Context: an optimization exercise on an open-source flow, tuned for small area, a short achievable clock period and few clock cycles per item. The choices shown serve that exercise and are no tape-out recipe.
RTL that was checked went through simulation tests only; none was proved equivalent to the original.
No functional check of the RTL was part of run 2.

==> flow/design.v, too long to show whole: its modules and the start of the top module <==
// module hsl_fa: 10 lines
// module hsl_ha: 9 lines
// module hsl_to_rgb_converter: 3248 lines
module hsl_to_rgb_converter (
	input  logic clk,
	input  logic arst_n,
	input  logic hsl_valid,
	output logic hsl_stall,
	input  hsl_pkg::hsl_t hsl,
	output logic rgb_valid,
	input  logic rgb_stall,
	output hsl_pkg::rgb_t rgb
);
  // ...
==> flow/run.sh <==
#!/bin/bash
# synth_recipe.tcl (not shown) runs the flow's synth.tcl, then flattens the netlist and writes it again
# the make line also repeats each setting of config.mk as NAME=value (left out here)
make -C /OpenROAD-flow-scripts/flow DESIGN_CONFIG=/design/flow/config.mk WORK_HOME=/design/flow/orfs CLKGATE_MAP_FILE= SYNTH_SCRIPT=/design/flow/synth_recipe.tcl finish
==> flow/config.mk <==
export PLATFORM = sky130hd
export DESIGN_NAME = hsl_to_rgb_converter
export DESIGN_NICKNAME = hsl_to_rgb_converter
export VERILOG_FILES = /design/flow/design.v
export SDC_FILE = /design/flow/constraint.sdc
export NUM_CORES = 4
export LEC_CHECK = 0
export ABC_CLOCK_PERIOD_IN_PS = 2500
export CAP_MARGIN = 20
export CORE_MARGIN = 2
export CORE_UTILIZATION = 40
export SETUP_SLACK_MARGIN = 3.0
export SLEW_MARGIN = 20
export SYNTH_HIERARCHICAL = 1
export SYNTH_MINIMUM_KEEP_SIZE = 0
==> flow/constraint.sdc <==
create_clock -name core_clock -period 7.0 [get_ports {clk}]
set_input_delay 1.4000 -clock core_clock [delete_from_list [all_inputs] [get_ports {clk}]]
set_output_delay 1.4000 -clock core_clock [all_outputs]
set_load 0.01 [all_outputs]
==> run notes, run 1 <==
status=timing/DRC/antenna clean; adder-cell area share of the yosys netlist=around 41%; initial antenna violation count=0; multiplexer area fraction after synthesis=under 10%; met2 wire length=between 15,000 and 20,000 um; Routed wire per std cell=about 19 um; final hold vios=0; Post-DP Area=18,400 um2; final non-filler cell total=just over 2,000; leading post-synthesis cells by cell area=edfxtp_1 (30%), fa_1 (30%), ha_1 (11%); row count=between 70 and 80; Tcrit/Tclk final=between 50% and 60%; worst setup margin=2960 ps; Die Y=~210 um; fraction of area in multi-input gates=roughly 60%; Mean Syn Cell Area=around 12 um2; DP Cell Count=around 2,000; Relative slew margins=between 30% and 40%; Seq. cell area=5270 um2; Synth Area in Compound Gates=8.20%; post-route design area=a little under 20,000 um2; Highest Signal Layer=met4; CTS Root Cell=clkbuf_16; DR WL met3=1410 um; pre-CTS setup slack=~2800 ps; Arrival @ worst endpoint=~4300 ps; sequential share of cell area=a little over a quarter; Filler cells=roughly 3,900; NumNets Final=about 2,000; FFs w/ async S/R, synth=approximately 2.3%; GRT Total Usage=roughly 18%; count leader, synth=fa_1; # DRC=0; final wirelength=between 30,000 and 40,000 um; startpoint class of the critical path=flop; Setup Buffers After CTS=23; Worst Setup SP=s1[6]; largest family of logic cells by synthesized area=adder cells; Worst path slowest cell=fa_1; simple-gate share of the synthesized area=between 10 and 15%; clock network share of area=under 10%
Testbench counts, summed over its fixed seeds: cycles 16,032, items 16,000.
==> run 2: changes to the inputs <==
--- a/flow/design.v
+++ b/flow/design.v
@@ -89,28 +89,27 @@
 			v2 <= v1;
 			v3 <= v2;
 			vo <= v3;
 		end
 	end
 	assign hsl_stall = !adv;
 	assign rgb_valid = vo;
 	logic [8:0] s1, l1;
-	logic gt1;
 	logic [7:0] L1;
 	logic [3:0] hb1;
 	logic [7:0] hl1;
 	logic [2:0] sec1;
 	logic [15:0] P1;
 	logic [11:0] G1;
 	logic [15:0] P2;
 	logic [11:0] G2;
 	logic [8:0] l2;
 	logic [2:0] sec2;
-	logic [71:0] r3;
+	logic [50:0] r3;
 	logic [2:0] sec3;
 	logic [7:0] md, mx, mn;
 	logic w0;
 	logic w1;
 	logic w2;
 	logic w3;
 	logic w4;
 	logic w5;
@@ -1686,41 +1685,24 @@
 	logic w1575;
 	logic w1576;
 	logic w1577;
 	logic w1578;
 	logic w1579;
 	logic w1580;
 	logic w1581;
 	logic w1582;
-	logic w1583;
-	logic w1584;
-	logic w1585;
-	logic w1586;
-	logic w1587;
-	logic w1588;
-	logic w1589;
-	logic w1590;
-	logic w1591;
-	logic w1592;
-	logic w1593;
-	logic w1594;
-	logic w1595;
-	logic w1596;
-	logic w1597;
-	logic w1598;
-	logic w1599;
 	logic [8:0] s0, l0;
 	logic       gt0;
 	logic [7:0] L0;
 	logic [6:0] hr0;
 	always_comb begin
 		s0  = {hsl.saturation[8], hsl.saturation[7:0] & {8{!hsl.saturation[8]}}};
 		l0  = {hsl.lightness[8],  hsl.lightness[7:0]  & {8{!hsl.lightness[8]}}};
-		gt0 = l0[8] || (l0[7] && (|l0[6:0]));
+		gt0 = !l0[8] && l0[7] && (|l0[6:0]);
 		L0  = gt0 ? 8'(9'd256 - l0) : l0[7:0];
 		case (hsl.hue[14:8])
 			7'd0: hr0 = 7'h00;
 			7'd1: hr0 = 7'h01;
 			7'd2: hr0 = 7'h02;
 			7'd3: hr0 = 7'h03;
 			7'd4: hr0 = 7'h04;
 			7'd5: hr0 = 7'h05;
@@ -1846,17 +1828,16 @@
 			7'd125: hr0 = 7'h25;
 			7'd126: hr0 = 7'h26;
 			7'd127: hr0 = 7'h27;
 			default: hr0 = 7'h00;
 		endcase
 	end
 	logic [11:0] f1;
 	logic        hz1;
-	assign l1 = gt1 ? 9'(9'd256 - {1'b0, L1}) : {1'b0, L1};
 	assign hz1 = (hl1 == 8'd0);
 	assign f1[7:0]  = sec1[0] ? 8'(9'd256 - {1'b0, hl1}) : hl1;
 	assign f1[11:8] = hb1 + {3'd0, sec1[0] & hz1};
 	assign P1[0] = w0;
 	assign P1[1] = w161;
 	assign P1[2] = w251;
 	assign P1[3] = w252;
 	assign P1[4] = w253;
@@ -1878,40 +1859,40 @@
 	assign G1[4] = f1[4];
 	assign G1[5] = f1[5];
 	assign G1[6] = f1[6];
 	assign G1[7] = w265;
 	assign G1[8] = w285;
 	assign G1[9] = w286;
 	assign G1[10] = w287;
 	assign G1[11] = w288;
-	assign md[0] = w1592;
-	assign mx[0] = r3[56];
-	assign mn[0] = r3[64];
-	assign md[1] = w1593;
-	assign mx[1] = r3[57];
-	assign mn[1] = r3[65];
-	assign md[2] = w1594;
-	assign mx[2] = r3[58];
-	assign mn[2] = r3[66];
-	assign md[3] = w1595;
-	assign mx[3] = r3[59];
-	assign mn[3] = r3[67];
-	assign md[4] = w1596;
-	assign mx[4] = r3[60];
-	assign mn[4] = r3[68];
-	assign md[5] = w1597;
-	assign mx[5] = r3[61];
-	assign mn[5] = r3[69];
-	assign md[6] = w1598;
-	assign mx[6] = r3[62];
-	assign mn[6] = r3[70];
-	assign md[7] = w1599;
-	assign mx[7] = r3[63];
-	assign mn[7] = r3[71];
+	assign md[0] = w1575;
+	assign mx[0] = r3[35];
+	assign mn[0] = r3[43];
+	assign md[1] = w1576;
+	assign mx[1] = r3[36];
+	assign mn[1] = r3[44];
+	assign md[2] = w1577;
+	assign mx[2] = r3[37];
+	assign mn[2] = r3[45];
+	assign md[3] = w1578;
+	assign mx[3] = r3[38];
+	assign mn[3] = r3[46];
+	assign md[4] = w1579;
+	assign mx[4] = r3[39];
+	assign mn[4] = r3[47];
+	assign md[5] = w1580;
+	assign mx[5] = r3[40];
+	assign mn[5] = r3[48];
+	assign md[6] = w1581;
+	assign mx[6] = r3[41];
+	assign mn[6] = r3[49];
+	assign md[7] = w1582;
+	assign mx[7] = r3[42];
+	assign mn[7] = r3[50];
 	assign w0 = L1[0] & s1[0];
 	assign w1 = L1[0] & s1[1];
 	assign w2 = L1[0] & s1[2];
 	assign w3 = L1[0] & s1[3];
 	assign w4 = L1[0] & s1[4];
 	assign w5 = L1[0] & s1[5];
 	assign w6 = L1[0] & s1[6];
 	assign w7 = L1[0] & s1[7];
@@ -2931,79 +2912,79 @@
 	assign w1268 = w1169 ^ w1234;
 	assign w1269 = w1171 ^ w1252;
 	assign w1270 = w1173 ^ w1254;
 	assign w1271 = w1175 ^ w1256;
 	assign w1272 = w1177 ^ w1258;
 	assign w1273 = w1179 ^ w1260;
 	assign w1274 = w1181 ^ w1262;
 	assign w1275 = w1183 ^ w1264;
-	hsl_ha u_w1276 (.a(r3[1]), .b(r3[2]), .s(w1276), .co(w1277));
-	hsl_fa u_w1278 (.a(r3[3]), .b(r3[4]), .c(r3[11]), .s(w1278), .co(w1279));
-	hsl_fa u_w1280 (.a(r3[5]), .b(r3[6]), .c(r3[13]), .s(w1280), .co(w1281));
-	hsl_fa u_w1282 (.a(r3[7]), .b(r3[8]), .c(r3[15]), .s(w1282), .co(w1283));
-	hsl_fa u_w1284 (.a(r3[9]), .b(r3[10]), .c(r3[17]), .s(w1284), .co(w1285));
-	hsl_fa u_w1286 (.a(r3[11]), .b(r3[12]), .c(r3[19]), .s(w1286), .co(w1287));
-	hsl_fa u_w1288 (.a(r3[13]), .b(r3[14]), .c(r3[21]), .s(w1288), .co(w1289));
-	hsl_fa u_w1290 (.a(r3[15]), .b(r3[16]), .c(r3[23]), .s(w1290), .co(w1291));
-	hsl_fa u_w1292 (.a(r3[17]), .b(r3[18]), .c(r3[25]), .s(w1292), .co(w1293));
-	hsl_fa u_w1294 (.a(r3[19]), .b(r3[20]), .c(r3[27]), .s(w1294), .co(w1295));
-	hsl_fa u_w1296 (.a(r3[21]), .b(r3[22]), .c(r3[29]), .s(w1296), .co(w1297));
-	hsl_fa u_w1298 (.a(r3[23]), .b(r3[24]), .c(r3[31]), .s(w1298), .co(w1299));
-	hsl_fa u_w1300 (.a(r3[25]), .b(r3[26]), .c(r3[33]), .s(w1300), .co(w1301));
-	hsl_fa u_w1302 (.a(r3[27]), .b(r3[28]), .c(r3[35]), .s(w1302), .co(w1303));
-	hsl_fa u_w1304 (.a(r3[29]), .b(r3[30]), .c(r3[37]), .s(w1304), .co(w1305));
-	hsl_fa u_w1306 (.a(r3[31]), .b(r3[32]), .c(r3[39]), .s(w1306), .co(w1307));
-	hsl_fa u_w1308 (.a(r3[33]), .b(r3[34]), .c(r3[41]), .s(w1308), .co(w1309));
-	hsl_fa u_w1310 (.a(r3[35]), .b(r3[36]), .c(r3[43]), .s(w1310), .co(w1311));
-	hsl_fa u_w1312 (.a(r3[37]), .b(r3[38]), .c(r3[45]), .s(w1312), .co(w1313));
-	hsl_fa u_w1314 (.a(r3[39]), .b(r3[40]), .c(r3[47]), .s(w1314), .co(w1315));
-	hsl_fa u_w1316 (.a(r3[41]), .b(r3[42]), .c(r3[49]), .s(w1316), .co(w1317));
-	hsl_fa u_w1318 (.a(r3[43]), .b(r3[44]), .c(r3[51]), .s(w1318), .co(w1319));
-	hsl_fa u_w1320 (.a(r3[45]), .b(r3[46]), .c(r3[53]), .s(w1320), .co(w1321));
-	assign w1322 = r3[47] ^ r3[48];
+	hsl_ha u_w1276 (.a(w290), .b(w300), .s(w1276), .co(w1277));
+	hsl_fa u_w1278 (.a(w311), .b(w792), .c(w799), .s(w1278), .co(w1279));
+	hsl_fa u_w1280 (.a(w793), .b(w794), .c(w801), .s(w1280), .co(w1281));
+	hsl_fa u_w1282 (.a(w795), .b(w796), .c(w803), .s(w1282), .co(w1283));
+	hsl_fa u_w1284 (.a(w797), .b(w798), .c(w805), .s(w1284), .co(w1285));
+	hsl_fa u_w1286 (.a(w799), .b(w800), .c(w807), .s(w1286), .co(w1287));
+	hsl_fa u_w1288 (.a(w801), .b(w802), .c(w809), .s(w1288), .co(w1289));
+	hsl_fa u_w1290 (.a(w803), .b(w804), .c(w811), .s(w1290), .co(w1291));
+	hsl_fa u_w1292 (.a(w805), .b(w806), .c(w813), .s(w1292), .co(w1293));
+	hsl_fa u_w1294 (.a(w807), .b(w808), .c(w815), .s(w1294), .co(w1295));
+	hsl_fa u_w1296 (.a(w809), .b(w817), .c(w810), .s(w1296), .co(w1297));
+	hsl_fa u_w1298 (.a(w811), .b(w819), .c(w812), .s(w1298), .co(w1299));
+	hsl_fa u_w1300 (.a(w813), .b(w821), .c(w814), .s(w1300), .co(w1301));
+	hsl_fa u_w1302 (.a(w815), .b(w823), .c(w816), .s(w1302), .co(w1303));
+	hsl_fa u_w1304 (.a(w817), .b(w825), .c(w818), .s(w1304), .co(w1305));
+	hsl_fa u_w1306 (.a(w819), .b(w827), .c(w828), .s(w1306), .co(w1307));
+	hsl_fa u_w1308 (.a(w829), .b(w830), .c(w821), .s(w1308), .co(w1309));
+	hsl_fa u_w1310 (.a(w832), .b(w831), .c(w823), .s(w1310), .co(w1311));
+	hsl_fa u_w1312 (.a(w834), .b(w833), .c(w825), .s(w1312), .co(w1313));
+	hsl_fa u_w1314 (.a(w835), .b(w836), .c(w827), .s(w1314), .co(w1315));
+	hsl_fa u_w1316 (.a(w838), .b(w837), .c(w829), .s(w1316), .co(w1317));
+	hsl_fa u_w1318 (.a(w840), .b(w839), .c(w832), .s(w1318), .co(w1319));
+	hsl_fa u_w1320 (.a(w842), .b(w841), .c(w834), .s(w1320), .co(w1321));
+	assign w1322 = w843 ^ w835;
 	assign w1323 = ~w1322;
-	assign w1324 = r3[47] | r3[48];
-	hsl_ha u_w1325 (.a(1'b1), .b(r3[49]), .s(w1325), .co(w1326));
-	hsl_ha u_w1327 (.a(1'b1), .b(r3[51]), .s(w1327), .co(w1328));
-	hsl_ha u_w1329 (.a(r3[0]), .b(r3[7]), .s(w1329), .co(w1330));
-	hsl_fa u_w1331 (.a(r3[9]), .b(r3[10]), .c(w1276), .s(w1331), .co(w1332));
-	hsl_fa u_w1333 (.a(r3[12]), .b(w1277), .c(w1278), .s(w1333), .co(w1334));
-	hsl_fa u_w1335 (.a(r3[14]), .b(w1279), .c(w1280), .s(w1335), .co(w1336));
-	hsl_fa u_w1337 (.a(r3[16]), .b(w1281), .c(w1282), .s(w1337), .co(w1338));
-	hsl_fa u_w1339 (.a(r3[18]), .b(w1283), .c(w1284), .s(w1339), .co(w1340));
-	hsl_fa u_w1341 (.a(r3[20]), .b(w1285), .c(w1286), .s(w1341), .co(w1342));
-	hsl_fa u_w1343 (.a(r3[22]), .b(w1287), .c(w1288), .s(w1343), .co(w1344));
-	hsl_fa u_w1345 (.a(r3[24]), .b(w1289), .c(w1290), .s(w1345), .co(w1346));
-	hsl_fa u_w1347 (.a(r3[26]), .b(w1291), .c(w1292), .s(w1347), .co(w1348));
-	hsl_fa u_w1349 (.a(r3[28]), .b(w1293), .c(w1294), .s(w1349), .co(w1350));
-	hsl_fa u_w1351 (.a(r3[30]), .b(w1295), .c(w1296), .s(w1351), .co(w1352));
-	hsl_fa u_w1353 (.a(r3[32]), .b(w1297), .c(w1298), .s(w1353), .co(w1354));
-	hsl_fa u_w1355 (.a(r3[34]), .b(w1299), .c(w1300), .s(w1355), .co(w1356));
-	hsl_fa u_w1357 (.a(r3[36]), .b(w1301), .c(w1302), .s(w1357), .co(w1358));
-	hsl_fa u_w1359 (.a(r3[38]), .b(w1303), .c(w1304), .s(w1359), .co(w1360));
-	hsl_fa u_w1361 (.a(r3[40]), .b(w1305), .c(w1306), .s(w1361), .co(w1362));
-	hsl_fa u_w1363 (.a(r3[42]), .b(w1307), .c(w1308), .s(w1363), .co(w1364));
-	hsl_fa u_w1365 (.a(r3[44]), .b(w1309), .c(w1310), .s(w1365), .co(w1366));
-	hsl_fa u_w1367 (.a(r3[46]), .b(w1311), .c(w1312), .s(w1367), .co(w1368));
-	hsl_fa u_w1369 (.a(r3[48]), .b(w1313), .c(w1314), .s(w1369), .co(w1370));
-	hsl_fa u_w1371 (.a(r3[50]), .b(w1315), .c(w1316), .s(w1371), .co(w1372));
-	hsl_fa u_w1373 (.a(r3[52]), .b(w1317), .c(w1318), .s(w1373), .co(w1374));
-	hsl_fa u_w1375 (.a(r3[54]), .b(w1319), .c(w1320), .s(w1375), .co(w1376));
-	hsl_fa u_w1377 (.a(r3[55]), .b(w1323), .c(w1321), .s(w1377), .co(w1378));
-	hsl_fa u_w1379 (.a(r3[50]), .b(w1324), .c(w1325), .s(w1379), .co(w1380));
-	hsl_fa u_w1381 (.a(r3[52]), .b(w1326), .c(w1327), .s(w1381), .co(w1382));
-	assign w1383 = r3[1] & r3[2];
-	assign w1384 = r3[1] ^ r3[2];
-	assign w1385 = r3[3] & r3[4];
-	assign w1386 = r3[3] ^ r3[4];
-	assign w1387 = r3[5] & r3[6];
-	assign w1388 = r3[5] ^ r3[6];
-	assign w1389 = w1329 & r3[8];
-	assign w1390 = w1329 ^ r3[8];
+	assign w1324 = w843 | w835;
+	hsl_ha u_w1325 (.a(1'b1), .b(w838), .s(w1325), .co(w1326));
+	hsl_ha u_w1327 (.a(1'b1), .b(w840), .s(w1327), .co(w1328));
+	hsl_ha u_w1329 (.a(w289), .b(w795), .s(w1329), .co(w1330));
+	hsl_fa u_w1331 (.a(w1276), .b(w797), .c(w798), .s(w1331), .co(w1332));
+	hsl_fa u_w1333 (.a(w1277), .b(w800), .c(w1278), .s(w1333), .co(w1334));
+	hsl_fa u_w1335 (.a(w1279), .b(w802), .c(w1280), .s(w1335), .co(w1336));
+	hsl_fa u_w1337 (.a(w1281), .b(w804), .c(w1282), .s(w1337), .co(w1338));
+	hsl_fa u_w1339 (.a(w806), .b(w1283), .c(w1284), .s(w1339), .co(w1340));
+	hsl_fa u_w1341 (.a(w808), .b(w1285), .c(w1286), .s(w1341), .co(w1342));
+	hsl_fa u_w1343 (.a(w1287), .b(w810), .c(w1288), .s(w1343), .co(w1344));
+	hsl_fa u_w1345 (.a(w812), .b(w1289), .c(w1290), .s(w1345), .co(w1346));
+	hsl_fa u_w1347 (.a(w814), .b(w1291), .c(w1292), .s(w1347), .co(w1348));
+	hsl_fa u_w1349 (.a(w816), .b(w1293), .c(w1294), .s(w1349), .co(w1350));
+	hsl_fa u_w1351 (.a(w818), .b(w1295), .c(w1296), .s(w1351), .co(w1352));
+	hsl_fa u_w1353 (.a(w820), .b(w1297), .c(w1298), .s(w1353), .co(w1354));
+	hsl_fa u_w1355 (.a(w822), .b(w1299), .c(w1300), .s(w1355), .co(w1356));
+	hsl_fa u_w1357 (.a(w824), .b(w1301), .c(w1302), .s(w1357), .co(w1358));
+	hsl_fa u_w1359 (.a(w826), .b(w1303), .c(w1304), .s(w1359), .co(w1360));
+	hsl_fa u_w1361 (.a(w820), .b(w1305), .c(w1306), .s(w1361), .co(w1362));
+	hsl_fa u_w1363 (.a(w822), .b(w1307), .c(w1308), .s(w1363), .co(w1364));
+	hsl_fa u_w1365 (.a(w824), .b(w1309), .c(w1310), .s(w1365), .co(w1366));
+	hsl_fa u_w1367 (.a(w826), .b(w1311), .c(w1312), .s(w1367), .co(w1368));
+	hsl_fa u_w1369 (.a(w828), .b(w1313), .c(w1314), .s(w1369), .co(w1370));
+	hsl_fa u_w1371 (.a(w830), .b(w1315), .c(w1316), .s(w1371), .co(w1372));
+	hsl_fa u_w1373 (.a(w831), .b(w1318), .c(w1317), .s(w1373), .co(w1374));
+	hsl_fa u_w1375 (.a(w833), .b(w1320), .c(w1319), .s(w1375), .co(w1376));
+	hsl_fa u_w1377 (.a(w836), .b(w1323), .c(w1321), .s(w1377), .co(w1378));
+	hsl_fa u_w1379 (.a(w1325), .b(w837), .c(w1324), .s(w1379), .co(w1380));
+	hsl_fa u_w1381 (.a(w839), .b(w1327), .c(w1326), .s(w1381), .co(w1382));
+	assign w1383 = w290 & w300;
+	assign w1384 = w290 ^ w300;
+	assign w1385 = w311 & w792;
+	assign w1386 = w311 ^ w792;
+	assign w1387 = w793 & w794;
+	assign w1388 = w793 ^ w794;
+	assign w1389 = w1329 & w796;
+	assign w1390 = w1329 ^ w796;
 	assign w1391 = w1330 & w1331;
 	assign w1392 = w1330 ^ w1331;
 	assign w1393 = w1332 & w1333;
 	assign w1394 = w1332 ^ w1333;
 	assign w1395 = w1334 & w1335;
 	assign w1396 = w1334 ^ w1335;
 	assign w1397 = w1336 & w1337;
 	assign w1398 = w1336 ^ w1337;
@@ -3012,291 +2993,253 @@
 	assign w1401 = w1340 & w1341;
 	assign w1402 = w1340 ^ w1341;
 	assign w1403 = w1342 & w1343;
 	assign w1404 = w1342 ^ w1343;
 	assign w1405 = w1344 & w1345;
 	assign w1406 = w1344 ^ w1345;
 	assign w1407 = w1346 & w1347;
 	assign w1408 = w1346 ^ w1347;
-	assign w1409 = w1348 & w1349;
-	assign w1410 = w1348 ^ w1349;
-	assign w1411 = w1350 & w1351;
-	assign w1412 = w1350 ^ w1351;
-	assign w1413 = w1352 & w1353;
-	assign w1414 = w1352 ^ w1353;
-	assign w1415 = w1354 & w1355;
-	assign w1416 = w1354 ^ w1355;
-	assign w1417 = w1356 & w1357;
-	assign w1418 = w1356 ^ w1357;
-	assign w1419 = w1358 & w1359;
-	assign w1420 = w1358 ^ w1359;
-	assign w1421 = w1360 & w1361;
-	assign w1422 = w1360 ^ w1361;
-	assign w1423 = w1362 & w1363;
-	assign w1424 = w1362 ^ w1363;
-	assign w1425 = w1364 & w1365;
-	assign w1426 = w1364 ^ w1365;
-	assign w1427 = w1366 & w1367;
-	assign w1428 = w1366 ^ w1367;
-	assign w1429 = w1368 & w1369;
-	assign w1430 = w1368 ^ w1369;
-	assign w1431 = w1370 & w1371;
-	assign w1432 = w1370 ^ w1371;
-	assign w1433 = w1372 & w1373;
-	assign w1434 = w1372 ^ w1373;
-	assign w1435 = w1374 & w1375;
-	assign w1436 = w1374 ^ w1375;
-	assign w1437 = w1376 & w1377;
-	assign w1438 = w1376 ^ w1377;
-	assign w1439 = w1378 & w1379;
-	assign w1440 = w1378 ^ w1379;
-	assign w1441 = w1380 & w1381;
-	assign w1442 = w1380 ^ w1381;
-	assign w1443 = w1384 & r3[0];
-	assign w1444 = w1387 | (w1388 & w1385);
-	assign w1445 = w1388 & w1386;
-	assign w1446 = w1391 | (w1392 & w1389);
-	assign w1447 = w1392 & w1390;
-	assign w1448 = w1395 | (w1396 & w1393);
-	assign w1449 = w1396 & w1394;
-	assign w1450 = w1399 | (w1400 & w1397);
-	assign w1451 = w1400 & w1398;
-	assign w1452 = w1403 | (w1404 & w1401);
-	assign w1453 = w1404 & w1402;
-	assign w1454 = w1407 | (w1408 & w1405);
-	assign w1455 = w1408 & w1406;
-	assign w1456 = w1411 | (w1412 & w1409);
-	assign w1457 = w1412 & w1410;
-	assign w1458 = w1415 | (w1416 & w1413);
-	assign w1459 = w1416 & w1414;
-	assign w1460 = w1419 | (w1420 & w1417);
-	assign w1461 = w1420 & w1418;
-	assign w1462 = w1423 | (w1424 & w1421);
-	assign w1463 = w1424 & w1422;
-	assign w1464 = w1427 | (w1428 & w1425);
-	assign w1465 = w1428 & w1426;
-	assign w1466 = w1431 | (w1432 & w1429);
-	assign w1467 = w1432 & w1430;
-	assign w1468 = w1435 | (w1436 & w1433);
-	assign w1469 = w1436 & w1434;
-	assign w1470 = w1439 | (w1440 & w1437);
-	assign w1471 = w1440 & w1438;
-	assign w1472 = w1385 | (w1386 & w1383);
-	assign w1473 = w1386 & w1443;
-	assign w1474 = w1444 | (w1445 & w1383);
-	assign w1475 = w1445 & w1443;
-	assign w1476 = w1393 | (w1394 & w1446);
-	assign w1477 = w1394 & w1447;
-	assign w1478 = w1448 | (w1449 & w1446);
-	assign w1479 = w1449 & w1447;
-	assign w1480 = w1401 | (w1402 & w1450);
-	assign w1481 = w1402 & w1451;
-	assign w1482 = w1452 | (w1453 & w1450);
-	assign w1483 = w1453 & w1451;
-	assign w1484 = w1409 | (w1410 & w1454);
-	assign w1485 = w1410 & w1455;
-	assign w1486 = w1456 | (w1457 & w1454);
-	assign w1487 = w1457 & w1455;
-	assign w1488 = w1417 | (w1418 & w1458);
-	assign w1489 = w1418 & w1459;
-	assign w1490 = w1460 | (w1461 & w1458);
-	assign w1491 = w1461 & w1459;
-	assign w1492 = w1425 | (w1426 & w1462);
-	assign w1493 = w1426 & w1463;
+	assign w1409 = w1384 & w289;
+	assign w1410 = w1387 | (w1388 & w1385);
+	assign w1411 = w1388 & w1386;
+	assign w1412 = w1391 | (w1392 & w1389);
+	assign w1413 = w1392 & w1390;
+	assign w1414 = w1395 | (w1396 & w1393);
+	assign w1415 = w1396 & w1394;
+	assign w1416 = w1399 | (w1400 & w1397);
+	assign w1417 = w1400 & w1398;
+	assign w1418 = w1403 | (w1404 & w1401);
+	assign w1419 = w1404 & w1402;
+	assign w1420 = w1407 | (w1408 & w1405);
+	assign w1421 = w1408 & w1406;
+	assign w1422 = w1385 | (w1386 & w1383);
+	assign w1423 = w1386 & w1409;
+	assign w1424 = w1410 | (w1411 & w1383);
+	assign w1425 = w1411 & w1409;
+	assign w1426 = w1393 | (w1394 & w1412);
+	assign w1427 = w1394 & w1413;
+	assign w1428 = w1414 | (w1415 & w1412);
+	assign w1429 = w1415 & w1413;
+	assign w1430 = w1401 | (w1402 & w1416);
+	assign w1431 = w1402 & w1417;
+	assign w1432 = w1418 | (w1419 & w1416);
+	assign w1433 = w1419 & w1417;
+	assign w1434 = w1389 | (w1390 & w1424);
+	assign w1435 = w1390 & w1425;
+	assign w1436 = w1412 | (w1413 & w1424);
+	assign w1437 = w1413 & w1425;
+	assign w1438 = w1426 | (w1427 & w1424);
+	assign w1439 = w1427 & w1425;
+	assign w1440 = w1428 | (w1429 & w1424);
+	assign w1441 = w1429 & w1425;
+	assign w1442 = w1405 | (w1406 & w1432);
+	assign w1443 = w1406 & w1433;
+	assign w1444 = w1420 | (w1421 & w1432);
+	assign w1445 = w1421 & w1433;
+	assign w1446 = w1397 | (w1398 & w1440);
+	assign w1447 = w1398 & w1441;
+	assign w1448 = w1416 | (w1417 & w1440);
+	assign w1449 = w1417 & w1441;
+	assign w1450 = w1430 | (w1431 & w1440);
+	assign w1451 = w1431 & w1441;
+	assign w1452 = w1432 | (w1433 & w1440);
+	assign w1453 = w1433 & w1441;
+	assign w1454 = w1442 | (w1443 & w1440);
+	assign w1455 = w1443 & w1441;
+	assign w1456 = w1444 | (w1445 & w1440);
+	assign w1457 = w1445 & w1441;
+	assign w1458 = r3[0] & r3[1];
+	assign w1459 = r3[0] ^ r3[1];
+	assign w1460 = r3[2] & r3[3];
+	assign w1461 = r3[2] ^ r3[3];
+	assign w1462 = r3[4] & r3[5];
+	assign w1463 = r3[4] ^ r3[5];
+	assign w1464 = r3[6] & r3[7];
+	assign w1465 = r3[6] ^ r3[7];
+	assign w1466 = r3[8] & r3[9];
+	assign w1467 = r3[8] ^ r3[9];
+	assign w1468 = r3[10] & r3[11];
+	assign w1469 = r3[10] ^ r3[11];
+	assign w1470 = r3[12] & r3[13];
+	assign w1471 = r3[12] ^ r3[13];
+	assign w1472 = r3[14] & r3[15];
+	assign w1473 = r3[14] ^ r3[15];
+	assign w1474 = r3[16] & r3[17];
+	assign w1475 = r3[16] ^ r3[17];
+	assign w1476 = r3[18] & r3[19];
+	assign w1477 = r3[18] ^ r3[19];
+	assign w1478 = r3[20] & r3[21];
+	assign w1479 = r3[20] ^ r3[21];
+	assign w1480 = r3[22] & r3[23];
+	assign w1481 = r3[22] ^ r3[23];
+	assign w1482 = r3[24] & r3[25];
+	assign w1483 = r3[24] ^ r3[25];
+	assign w1484 = r3[26] & r3[27];
+	assign w1485 = r3[26] ^ r3[27];
+	assign w1486 = r3[28] & r3[29];
+	assign w1487 = r3[28] ^ r3[29];
+	assign w1488 = r3[30] & r3[31];
+	assign w1489 = r3[30] ^ r3[31];
+	assign w1490 = r3[32] & r3[33];
+	assign w1491 = r3[32] ^ r3[33];
+	assign w1492 = w1460 | (w1461 & w1458);
+	assign w1493 = w1461 & w1459;
 	assign w1494 = w1464 | (w1465 & w1462);
 	assign w1495 = w1465 & w1463;
-	assign w1496 = w1433 | (w1434 & w1466);
-	assign w1497 = w1434 & w1467;
-	assign w1498 = w1468 | (w1469 & w1466);
-	assign w1499 = w1469 & w1467;
-	assign w1500 = w1441 | (w1442 & w1470);
-	assign w1501 = w1442 & w1471;
-	assign w1502 = w1389 | (w1390 & w1474);
-	assign w1503 = w1390 & w1475;
-	assign w1504 = w1446 | (w1447 & w1474);
-	assign w1505 = w1447 & w1475;
-	assign w1506 = w1476 | (w1477 & w1474);
-	assign w1507 = w1477 & w1475;
-	assign w1508 = w1478 | (w1479 & w1474);
-	assign w1509 = w1479 & w1475;
-	assign w1510 = w1405 | (w1406 & w1482);
-	assign w1511 = w1406 & w1483;
-	assign w1512 = w1454 | (w1455 & w1482);
-	assign w1513 = w1455 & w1483;
-	assign w1514 = w1484 | (w1485 & w1482);
-	assign w1515 = w1485 & w1483;
-	assign w1516 = w1486 | (w1487 & w1482);
-	assign w1517 = w1487 & w1483;
-	assign w1518 = w1421 | (w1422 & w1490);
-	assign w1519 = w1422 & w1491;
-	assign w1520 = w1462 | (w1463 & w1490);
-	assign w1521 = w1463 & w1491;
-	assign w1522 = w1492 | (w1493 & w1490);
-	assign w1523 = w1493 & w1491;
-	assign w1524 = w1494 | (w1495 & w1490);
-	assign w1525 = w1495 & w1491;
-	assign w1526 = w1437 | (w1438 & w1498);
-	assign w1527 = w1438 & w1499;
-	assign w1528 = w1470 | (w1471 & w1498);
-	assign w1529 = w1471 & w1499;
-	assign w1530 = w1500 | (w1501 & w1498);
-	assign w1531 = w1501 & w1499;
-	assign w1532 = w1397 | (w1398 & w1508);
-	assign w1533 = w1398 & w1509;
-	assign w1534 = w1450 | (w1451 & w1508);
-	assign w1535 = w1451 & w1509;
-	assign w1536 = w1480 | (w1481 & w1508);
-	assign w1537 = w1481 & w1509;
-	assign w1538 = w1482 | (w1483 & w1508);
-	assign w1539 = w1483 & w1509;
-	assign w1540 = w1510 | (w1511 & w1508);
-	assign w1541 = w1511 & w1509;
-	assign w1542 = w1512 | (w1513 & w1508);
-	assign w1543 = w1513 & w1509;
-	assign w1544 = w1514 | (w1515 & w1508);
-	assign w1545 = w1515 & w1509;
-	assign w1546 = w1516 | (w1517 & w1508);
-	assign w1547 = w1517 & w1509;
-	assign w1548 = w1429 | (w1430 & w1524);
-	assign w1549 = w1430 & w1525;
-	assign w1550 = w1466 | (w1467 & w1524);
-	assign w1551 = w1467 & w1525;
-	assign w1552 = w1496 | (w1497 & w1524);
-	assign w1553 = w1497 & w1525;
-	assign w1554 = w1498 | (w1499 & w1524);
-	assign w1555 = w1499 & w1525;
-	assign w1556 = w1526 | (w1527 & w1524);
-	assign w1557 = w1527 & w1525;
-	assign w1558 = w1528 | (w1529 & w1524);
-	assign w1559 = w1529 & w1525;
-	assign w1560 = w1530 | (w1531 & w1524);
-	assign w1561 = w1531 & w1525;
-	assign w1562 = w1413 | (w1414 & w1546);
-	assign w1563 = w1414 & w1547;
-	assign w1564 = w1458 | (w1459 & w1546);
-	assign w1565 = w1459 & w1547;
-	assign w1566 = w1488 | (w1489 & w1546);
-	assign w1567 = w1489 & w1547;
-	assign w1568 = w1490 | (w1491 & w1546);
-	assign w1569 = w1491 & w1547;
-	assign w1570 = w1518 | (w1519 & w1546);
-	assign w1571 = w1519 & w1547;
-	assign w1572 = w1520 | (w1521 & w1546);
-	assign w1573 = w1521 & w1547;
-	assign w1574 = w1522 | (w1523 & w1546);
-	assign w1575 = w1523 & w1547;
-	assign w1576 = w1524 | (w1525 & w1546);
-	assign w1577 = w1525 & w1547;
-	assign w1578 = w1548 | (w1549 & w1546);
-	assign w1579 = w1549 & w1547;
-	assign w1580 = w1550 | (w1551 & w1546);
-	assign w1581 = w1551 & w1547;
-	assign w1582 = w1552 | (w1553 & w1546);
-	assign w1583 = w1553 & w1547;
-	assign w1584 = w1554 | (w1555 & w1546);
-	assign w1585 = w1555 & w1547;
-	assign w1586 = w1556 | (w1557 & w1546);
-	assign w1587 = w1557 & w1547;
-	assign w1588 = w1558 | (w1559 & w1546);
-	assign w1589 = w1559 & w1547;
-	assign w1590 = w1560 | (w1561 & w1546);
-	assign w1591 = w1561 & w1547;
-	assign w1592 = w1428 ^ w1574;
-	assign w1593 = w1430 ^ w1576;
-	assign w1594 = w1432 ^ w1578;
-	assign w1595 = w1434 ^ w1580;
-	assign w1596 = w1436 ^ w1582;
-	assign w1597 = w1438 ^ w1584;
-	assign w1598 = w1440 ^ w1586;
-	assign w1599 = w1442 ^ w1588;
+	assign w1496 = w1468 | (w1469 & w1466);
+	assign w1497 = w1469 & w1467;
+	assign w1498 = w1472 | (w1473 & w1470);
+	assign w1499 = w1473 & w1471;
+	assign w1500 = w1476 | (w1477 & w1474);
+	assign w1501 = w1477 & w1475;
+	assign w1502 = w1480 | (w1481 & w1478);
+	assign w1503 = w1481 & w1479;
+	assign w1504 = w1484 | (w1485 & w1482);
+	assign w1505 = w1485 & w1483;
+	assign w1506 = w1488 | (w1489 & w1486);
+	assign w1507 = w1489 & w1487;
+	assign w1508 = w1462 | (w1463 & w1492);
+	assign w1509 = w1463 & w1493;
+	assign w1510 = w1494 | (w1495 & w1492);
+	assign w1511 = w1495 & w1493;
+	assign w1512 = w1470 | (w1471 & w1496);
+	assign w1513 = w1471 & w1497;
+	assign w1514 = w1498 | (w1499 & w1496);
+	assign w1515 = w1499 & w1497;
+	assign w1516 = w1478 | (w1479 & w1500);
+	assign w1517 = w1479 & w1501;
+	assign w1518 = w1502 | (w1503 & w1500);
+	assign w1519 = w1503 & w1501;
+	assign w1520 = w1486 | (w1487 & w1504);
+	assign w1521 = w1487 & w1505;
+	assign w1522 = w1506 | (w1507 & w1504);
+	assign w1523 = w1507 & w1505;
+	assign w1524 = w1466 | (w1467 & w1510);
+	assign w1525 = w1467 & w1511;
+	assign w1526 = w1496 | (w1497 & w1510);
+	assign w1527 = w1497 & w1511;
+	assign w1528 = w1512 | (w1513 & w1510);
+	assign w1529 = w1513 & w1511;
+	assign w1530 = w1514 | (w1515 & w1510);
+	assign w1531 = w1515 & w1511;
+	assign w1532 = w1482 | (w1483 & w1518);
+	assign w1533 = w1483 & w1519;
+	assign w1534 = w1504 | (w1505 & w1518);
+	assign w1535 = w1505 & w1519;
+	assign w1536 = w1520 | (w1521 & w1518);
+	assign w1537 = w1521 & w1519;
+	assign w1538 = w1522 | (w1523 & w1518);
+	assign w1539 = w1523 & w1519;
+	assign w1540 = w1474 | (w1475 & w1530);
+	assign w1541 = w1475 & w1531;
+	assign w1542 = w1500 | (w1501 & w1530);
+	assign w1543 = w1501 & w1531;
+	assign w1544 = w1516 | (w1517 & w1530);
+	assign w1545 = w1517 & w1531;
+	assign w1546 = w1518 | (w1519 & w1530);
+	assign w1547 = w1519 & w1531;
+	assign w1548 = w1532 | (w1533 & w1530);
+	assign w1549 = w1533 & w1531;
+	assign w1550 = w1534 | (w1535 & w1530);
+	assign w1551 = w1535 & w1531;
+	assign w1552 = w1536 | (w1537 & w1530);
+	assign w1553 = w1537 & w1531;
+	assign w1554 = w1538 | (w1539 & w1530);
+	assign w1555 = w1539 & w1531;
+	assign w1556 = w1490 | (w1491 & w1554);
+	assign w1557 = w1491 & w1555;
+	assign w1558 = w1458 | (w1459 & r3[34]);
+	assign w1559 = w1492 | (w1493 & r3[34]);
+	assign w1560 = w1508 | (w1509 & r3[34]);
+	assign w1561 = w1510 | (w1511 & r3[34]);
+	assign w1562 = w1524 | (w1525 & r3[34]);
+	assign w1563 = w1526 | (w1527 & r3[34]);
+	assign w1564 = w1528 | (w1529 & r3[34]);
+	assign w1565 = w1530 | (w1531 & r3[34]);
+	assign w1566 = w1540 | (w1541 & r3[34]);
+	assign w1567 = w1542 | (w1543 & r3[34]);
+	assign w1568 = w1544 | (w1545 & r3[34]);
+	assign w1569 = w1546 | (w1547 & r3[34]);
+	assign w1570 = w1548 | (w1549 & r3[34]);
+	assign w1571 = w1550 | (w1551 & r3[34]);
+	assign w1572 = w1552 | (w1553 & r3[34]);
+	assign w1573 = w1554 | (w1555 & r3[34]);
+	assign w1574 = w1556 | (w1557 & r3[34]);
+	assign w1575 = w1477 ^ w1566;
+	assign w1576 = w1479 ^ w1567;
+	assign w1577 = w1481 ^ w1568;
+	assign w1578 = w1483 ^ w1569;
+	assign w1579 = w1485 ^ w1570;
+	assign w1580 = w1487 ^ w1571;
+	assign w1581 = w1489 ^ w1572;
+	assign w1582 = w1491 ^ w1573;
 	always_ff @(posedge clk) begin
 		if (adv) begin
 			s1   <= s0;
-			gt1  <= gt0;
+			l1   <= l0;
 			L1   <= L0;
 			hb1  <= hr0[3:0];
 			sec1 <= hr0[6:4];
 			hl1  <= hsl.hue[7:0];
 			P2   <= P1;
 			G2   <= G1;
 			l2   <= l1;
 			sec2 <= sec1;
-			r3[0] <= w289;
-			r3[1] <= w290;
-			r3[2] <= w300;
-			r3[3] <= w792;
-			r3[4] <= w311;
-			r3[5] <= w793;
-			r3[6] <= w794;
-			r3[7] <= w795;
-			r3[8] <= w796;
-			r3[9] <= w797;
-			r3[10] <= w798;
-			r3[11] <= w799;
-			r3[12] <= w800;
-			r3[13] <= w801;
-			r3[14] <= w802;
-			r3[15] <= w803;
-			r3[16] <= w804;
-			r3[17] <= w805;
-			r3[18] <= w806;
-			r3[19] <= w807;
-			r3[20] <= w808;
-			r3[21] <= w809;
-			r3[22] <= w810;
-			r3[23] <= w811;
-			r3[24] <= w812;
-			r3[25] <= w813;
-			r3[26] <= w814;
-			r3[27] <= w815;
-			r3[28] <= w816;
-			r3[29] <= w817;
-			r3[30] <= w818;
-			r3[31] <= w819;
-			r3[32] <= w820;
-			r3[33] <= w821;
-			r3[34] <= w822;
-			r3[35] <= w823;
-			r3[36] <= w824;
-			r3[37] <= w825;
-			r3[38] <= w826;
-			r3[39] <= w827;
-			r3[40] <= w828;
-			r3[41] <= w829;
-			r3[42] <= w830;
-			r3[43] <= w831;
-			r3[44] <= w832;
-			r3[45] <= w833;
-			r3[46] <= w834;
-			r3[47] <= w835;
-			r3[48] <= w836;
-			r3[49] <= w837;
-			r3[50] <= w838;
-			r3[51] <= w839;
-			r3[52] <= w840;
-			r3[53] <= w841;
-			r3[54] <= w842;
-			r3[55] <= w843;
-			r3[56] <= w1057;
-			r3[57] <= w1058;
-			r3[58] <= w1059;
-			r3[59] <= w1060;
-			r3[60] <= w1061;
-			r3[61] <= w1062;
-			r3[62] <= w1063;
-			r3[63] <= w1064;
-			r3[64] <= w1268;
-			r3[65] <= w1269;
-			r3[66] <= w1270;
-			r3[67] <= w1271;
-			r3[68] <= w1272;
-			r3[69] <= w1273;
-			r3[70] <= w1274;
-			r3[71] <= w1275;
+			r3[0] <= w1348;
+			r3[1] <= w1349;
+			r3[2] <= w1350;
+			r3[3] <= w1351;
+			r3[4] <= w1352;
+			r3[5] <= w1353;
+			r3[6] <= w1354;
+			r3[7] <= w1355;
+			r3[8] <= w1356;
+			r3[9] <= w1357;
+			r3[10] <= w1358;
+			r3[11] <= w1359;
+			r3[12] <= w1360;
+			r3[13] <= w1361;
+			r3[14] <= w1362;
+			r3[15] <= w1363;
+			r3[16] <= w1364;
+			r3[17] <= w1365;
+			r3[18] <= w1366;
+			r3[19] <= w1367;
+			r3[20] <= w1368;
+			r3[21] <= w1369;
+			r3[22] <= w1370;
+			r3[23] <= w1371;
+			r3[24] <= w1372;
+			r3[25] <= w1373;
+			r3[26] <= w1374;
+			r3[27] <= w1375;
+			r3[28] <= w1376;
+			r3[29] <= w1377;
+			r3[30] <= w1378;
+			r3[31] <= w1379;
+			r3[32] <= w1380;
+			r3[33] <= w1381;
+			r3[34] <= w1456;
+			r3[35] <= w1057;
+			r3[36] <= w1058;
+			r3[37] <= w1059;
+			r3[38] <= w1060;
+			r3[39] <= w1061;
+			r3[40] <= w1062;
+			r3[41] <= w1063;
+			r3[42] <= w1064;
+			r3[43] <= w1268;
+			r3[44] <= w1269;
+			r3[45] <= w1270;
+			r3[46] <= w1271;
+			r3[47] <= w1272;
+			r3[48] <= w1273;
+			r3[49] <= w1274;
+			r3[50] <= w1275;
 			sec3 <= sec2;
 		end
 	end
 	hsl_pkg::rgb_t y, ro;
 	always_comb begin
 		case (sec3)
 			3'd0:    y = {mx, md, mn};
 			3'd1:    y = {md, mx, mn};
==> flow/config.mk (replaced) <==
export PLATFORM = sky130hd
export DESIGN_NAME = hsl_to_rgb_converter
export DESIGN_NICKNAME = hsl_to_rgb_converter
export VERILOG_FILES = /design/flow/design.v
export SDC_FILE = /design/flow/constraint.sdc
export NUM_CORES = 4
export LEC_CHECK = 0
export CAP_MARGIN = 20
export CORE_MARGIN = 2
export CORE_UTILIZATION = 40
export SETUP_SLACK_MARGIN = 3.0
export SLEW_MARGIN = 20
export SYNTH_HIERARCHICAL = 1
export SYNTH_MINIMUM_KEEP_SIZE = 0
==> run 2 against run 1 <==
Die area down 3.2%. Largest cell class unchanged. Critical endpoint is now r3[34]. Flip-flop and latch count shrank 14. Sequential share of layout area down 2.0 points. Still clean on timing, DRC and antenna.
==> run notes, run 2 <==
status=timing/DRC/antenna clean; synthesized area=approximately 17,000 um2; register area share after synthesis=29.0%; pin count of the biggest net entering global routing=between 70 and 80; Worst Setup SP=G2[8]; H-tree depth=4; Ant. Diodes=0; CTS Sinks=162; Cells after Synth=1,397; #FFs+latches synth=around 160; worst r2r dst=r3[34]; die width=208 um; row count=74 (-2.6%); Initial Util=roughly two fifths; Post-synth EDFFs=158; worst setup margin=2190 ps (-772 ps); Filler cells=3,575 (-8.7%); Mean Syn Cell Area=11.9 um2 (-0.63%); FFs w/ async S/R, synth=2.47% (+0.20 points); Critical Path Sink Type=flop; I/O pin cnt=63; highest clock rate=between 0.2 and 0.25 GHz; leading post-synthesis cells by cell area=fa_1 (31%), edfxtp_1 (28%), ha_1 (11%); I/O Buffers=62; final wirelength=38,700 um (-0.36%); cts bufs inserted=17; vias=10,700; Worst Path Buf+Inv=0; Primary FF master, synth=edfxtp_1; Biggest register=r3; area grow syn2layout=16.4%; Setup CP Type=reg -> reg; Worst path depth=13; gr ovfl total=0; top cells by count, synth=fa_1 (256), and2_1 (209), edfxtp_1 (158); NumNets Final=1,961 (+0.20%); startpoint class of the critical path=flop; Hold Slack=approximately 420 ps; biggest regs=r3 x51, ro x24, P2 x16; CP cell instances=and2_4 > fa_1 > fa_1 > fa_2 > fa_1 > fa_2 > fa_1 > fa_1 > ha_1 > o21ai_2 > nor2_2 > a21oi_2 > nand3b_1; final count of pins violating max slew=0; Yosys warning total=7; Synth cell types=a little over 60; Relative slew margins=33.0% (-4.1 points); Post-DP Area=18,000 um2 (-2.5%); count leader, synth=fa_1; Routed wire per std cell=18.8 um (about the same); clock slew at reported path FFs=about 70 ps; worst-margin pin slew=1000 ps; routed vias/inst=roughly 5.2; clk buf depth=2; Period minus WS final=about 4800 ps; clock skew=9.76 ps; HPWL after DPL=between 20,000 and 30,000 um; Die Y=208 um (-1.6%); area of the multi-input gates=around 12,000 um2; worst-skew pair later-pin latency=between 400 and 500 ps; Tcrit/Tclk final=68.8% (+11 points); pre-CTS setup slack=1970 ps (-784 ps); CTS Root Cell=clkbuf_16; GRT Total Usage=18.5% (+0.32 points); core area=just over 40,000 um2; CTS Hold Bufs=0; Worst path slowest cell=fa_1; Max Fanout on Critical Path=5; R2R setup slack=between 2000 and 2500 ps; post-route setup TNS=0 ps; max incr delay on CP=between 500 and 600 ps; CTS tree=yes; type of the worst min-delay path=reg -> reg; area share of the largest cell type after synthesis=between 30 and 40%; Seq. cell area=4840 um2 (-8.0%); max reg flops=slightly above 50; die area=43,400 um2; TritonRoute pass-1 iters=6; first-pass GRT wire length=62,600 um; CP delay by family, top=adder cells; Hold Crit Depth=0; Crit path top cell by count=fa_1; final hold vios=0 (unchanged); RSZ-0062 raised after global routing=true; DR iter-0 viols=between 700 and 800; worst r2r src=G2[8]; Yosys top cell by area=fa_1; vias in the first global route=11,400; post-route ant nets=0; final setup vio count=0; Max-cap violations=0; WP data required=between 7000 and 8000 ps; placer congestion estimate=between 0.8 and 0.9; # DRC=0 (unchanged); Arrival @ worst endpoint=5010 ps (+750 ps); post-route design area=19,400 um2 (-0.47%); commonest non-fill, non-tap cells in the layout=fa_1 (197), and2_1 (192), edfxtp_1 (158), ha_1 (144), inv_1 (81); commonest non-fill, non-tap cell in the layout=fa_1; fraction of layout cells with a size suffix above 1=14.6%; initial antenna violation count=1 (+1); Worst setup endpoint=r3[34]; R2R cell count=13
==> run 2: changes by cell type after synthesis, sizes merged, moves of 5 or more <==
| cell | before | now |
|---|---|---|
| edfxtp | 172 | 158 |
| clkbuf | 54 | 47 |
| mux2i | 9 | 15 |
| xnor2 | 40 | 31 |
| nand2 | 80 | 65 |
| and2 | 214 | 209 |
| a21oi | 51 | 46 |
| a211oi | 6 | 11 |
| a21o | 15 | 9 |
| nor3 | 8 | 14 |
| or3 | 10 | 3 |
| nor2 | 46 | 53 |
| a31oi | 10 | 5 |
==> run 2: worst min path at each step <==
stage / start / to / slack (ps)
2_1_floorplan: l1[1] / l2[1] / 400
3_3_place_gp: sec2[1] / sec3[1] / 400
3_5_place_dp: l1[6] / l2[6] / 400
4_1_cts: l1[8] / l2[8] / 420
5_1_grt: l1[6] / l2[6] / 420
6_report: l1[6] / l2[6] / 420
==> run 2: per-stage QoR <==
step | instances | util [%]
floorplan | 1408 | -
global placement | 1952 | 43.8
detailed placement | 1952 | 43.8
CTS | 2050 | 46.9
global route | 2064 | 47.4
finish | 2064 | 47.4
==> run 2: layer usage <==
layer  track usage [%]  wire, um  up-vias
met2              29.7     18100      231
met3              3.09      1620       33
li1                  -         -     5033
met5                 0        13        -
met1              26.3     18400     5391
met4              4.61       631        2
==> run 2: what timing repair did <==
item,in CTS,in global routing
gates cloned,2,0
setup endpoints to repair,35,37
resized for setup,48,24
hold endpoints to repair,0,0
buffers inserted,64,14
pin swaps,22,7
==> run 2: cells by family (layout without fill, tap and decap cells) <==
logic type | after synthesis | in the layout | synth area share, %
simple gates | 417 | 419 | 13.8
xor+xnor | 46 | 46 | 2.41
other cells | 1 | 12 | 0.0225
buf+inv | 134 | 256 | 3.01
fa+ha+maj | 405 | 405 | 41.9
flops | 162 | 162 | 29.0
compound gates | 208 | 208 | 8.28
mux | 24 | 24 | 1.57
==> run 2: cell type report <==
| cell class | count | share of cell area, % |
|---|---|---|
| sequential | 162 | 24.9 |
| clock inverter | 11 | 0.921 |
| inverter | 81 | 1.57 |
| timing repair buffer | 143 | 6.56 |
| multi-input combinational | 1114 | 60.3 |
| tap | 532 | 3.43 |
| clock buffer | 21 | 2.27 |
==> run 2: modules after synthesis, one instance, submodules excluded <==
| module | cells | flops+latches | area (um2) | times used |
|---|---|---|---|---|
| hsl_fa | 1 | 0 | 20.0 | 251 |
| hsl_ha | 1 | 0 | 12.5 | 48 |
| hsl_to_rgb_converter | 1098 | 162 | 11100 | 1 |

[port drivers added, routing unchanged]
The results above use ideal ports. As a check the final layouts listed here were re-extracted and re-timed, cells and wires unchanged.
Step 1: set_driving_cell puts a clkbuf_16 on clk and a buf_2 on each other input, an assumption about the parent block.
Step 2 times the ports against the registers' clock, not the clock port: input delays grow and output delays shrink by t, the midpoint of the rising clock arrivals with the driver on.
Three values: ideal ports, drivers, drivers and shift; two values: the first two.
run	t, ns	slack for setup (ns)	worst setup path at the end
run 1	0.508	2.958 / 2.958 / 2.958	register to register
run 2	0.502	2.186 / 2.186 / 2.186	register to register
After both steps every run listed still meets setup and hold.
